Background: an optimization exercise with open tools, aiming at small area, a short achievable clock period and few clock cycles per item. Do not read the settings as production practice. In this exercise RTL edits were held to simulation tests only and were not proved equivalent to the original. No activity file was given, so power comes from the tool's default toggle rates.

Design matrix_multiplier, start of the top module:
module matrix_multiplier (
    input  logic         clk,
    input  logic         reset_n,
    input  logic         en,
    input  logic [2:0]   r1,
    input  logic [2:0]   c1,
    input  logic [224:0] a_data,
    input  logic [2:0]   r2,
    input  logic [2:0]   c2,
    input  logic [224:0] b_data,
    output logic         busy,
    output logic         is_valid,
    output logic         done,
    output logic [2:0]   r_out,
    output logic [2:0]   c_out,
    output logic [224:0] data_out
);
    logic       act;         
    logic [4:0] grp;         
    logic       match;
    assign match = (c1 == r2);
    logic       g0;          
    assign g0 = ~act;
    logic [5:1] c1d, c2d;
    always_comb begin
        for (int c = 1; c <= 5; c++) begin
            c1d[c] = (int'(c1) == c);
            c2d[c] = (int'(c2) == c);
        end
    end
    logic [5:1] c1q, c2q;
    always_ff @(posedge clk) begin
        c1q <= c1d;
        c2q <= c2d;
    end
    logic [4:0] rq0, cq0, rn0, cn0;
    always_comb begin
        rn0 = 5'd0;
        cn0 = 5'd0;
        case (grp)
            5'd0: begin
                if (c2d[1]) begin rn0[2] = 1'b1; cn0[0] = 1'b1; end
                if (c2d[2]) begin rn0[1] = 1'b1; cn0[0] = 1'b1; end
                if (c2d[3]) begin rn0[0] = 1'b1; cn0[2] = 1'b1; end
                if (c2d[4]) begin rn0[0] = 1'b1; cn0[2] = 1'b1; end
                if (c2d[5]) begin rn0[0] = 1'b1; cn0[2] = 1'b1; end
  ...
==> flow/config.mk <==
export PLATFORM = sky130hd
export DESIGN_NAME = matrix_multiplier
export DESIGN_NICKNAME = matrix_multiplier
export VERILOG_FILES = /design/flow/design.v
export SDC_FILE = /design/flow/constraint.sdc
export NUM_CORES = 4
export LEC_CHECK = 0
export CAP_MARGIN = 20
export CORE_MARGIN = 2
export CORE_UTILIZATION = 40
export SLEW_MARGIN = 20
==> flow/constraint.sdc <==
create_clock -name core_clock -period 12.5 [get_ports {clk}]
set_input_delay 2.5000 -clock core_clock [delete_from_list [all_inputs] [get_ports {clk}]]
set_output_delay 2.5000 -clock core_clock [all_outputs]
set_load 0.01 [all_outputs]
standard.sh (not shown) runs the stock make flow with config.mk's settings and CLKGATE_MAP_FILE= SYNTH_SCRIPT=/design/flow/synth_recipe.tcl, a recipe that flattens the netlist after the stock synthesis.
==> flow/flow/run.sh <==
#!/bin/bash
# Layout: the standard flow (standard synthesis included), with plain
# buf_1 cells as the input and output port buffers, and timing repair asked
# to leave 8.5 ns of setup slack at the 12.5 ns clock (a 4.0 ns target).
set -euo pipefail
cd "$(dirname "$0")/.."
export BUFFER_PORTS_ARGS="-buffer_cell sky130_fd_sc_hd__buf_1"
export SETUP_SLACK_MARGIN=8.5
bash standard.sh > standard.log 2>&1
Testbench counts at the start, summed over its fixed seeds: cycles 3,723, items 480.
Change:
--- a/flow/design.v
+++ b/flow/design.v
@@ -1454,17 +1454,16 @@
     always_ff @(posedge clk) begin
         for (int t = 0; t < 25; t++) begin
             if (wr && int'(wgrp) == t / 2)
                 res_n[t] <= ~dot[t % 2];
         end
     end
     logic [24:0] shown;
     logic        done_d;     
-    logic [24:0] show_n;
     assign done_d = en & act & (done | (busy & wr & last));
     always_comb begin
         case ({r_out, c_out})
             6'd9: shown = 25'h0000001;
             6'd10: shown = 25'h0000003;
             6'd11: shown = 25'h0000007;
             6'd12: shown = 25'h000000f;
             6'd13: shown = 25'h000001f;
@@ -1486,17 +1485,18 @@
             6'd41: shown = 25'h000001f;
             6'd42: shown = 25'h00003ff;
             6'd43: shown = 25'h0007fff;
             6'd44: shown = 25'h00fffff;
             6'd45: shown = 25'h1ffffff;
             default: shown = 25'd0;
         endcase
     end
+    logic [24:0] show;       
     always_ff @(posedge clk or negedge reset_n) begin
-        if (!reset_n) show_n <= '1;
-        else          show_n <= ~({25{done_d}} & shown);
+        if (!reset_n) show <= '0;
+        else          show <= {25{done_d}} & shown;
     end
     always_comb begin
         for (int t = 0; t < 25; t++)
-            data_out[t * 9 +: 9] = ~(res_n[t] | {9{show_n[t]}});
+            data_out[t * 9 +: 9] = ~res_n[t] & {9{show[t]}};
     end
 endmodule
Effect:
- routed wire length came out higher by 1.0%
- sequential cell count stays the same
- first-iteration DRC count increases by 2.3%
- clock skew goes up by 0.011 ns
- total power is higher by 0.40%
- worst setup slack gains 0.090 ns
- synthesized cell count barely changes
- global-route usage falls by 0.60 points
- maximum frequency grows by 2.1%
- combinational power barely changes
- register-to-register slack is about the same
- hold slack gets better by 0.0035 ns
Testbench counts after the change, summed over its fixed seeds: cycles 3,723, items 480.

-- static timing again, ports no longer ideal --
Ports are ideal in the flow. The routed layouts listed here were re-timed in OpenROAD. Step 1: set_driving_cell puts a clkbuf_16 on clk and a buf_2 on each other input, an assumption about the parent block. Step 2 also shifts input and output timing later by t, the mid clock arrival at the registers, as if the neighbouring blocks saw the same clock. a / b / c = ideal ports / drivers / drivers and shift; a / b = the first two.
run	t, ns	slack for setup (ns)	worst data-port slew with drivers (ns)
the first run	0.732	8.212 / 8.141 / 7.795	0.24
the second run	0.720	8.302 / 8.232 / 7.875	0.26
After both steps setup and hold are still met in every run listed. For the second run, which loses most, drivers alone change the setup slack by -0.070 ns; drivers and shift together by -0.427 ns.
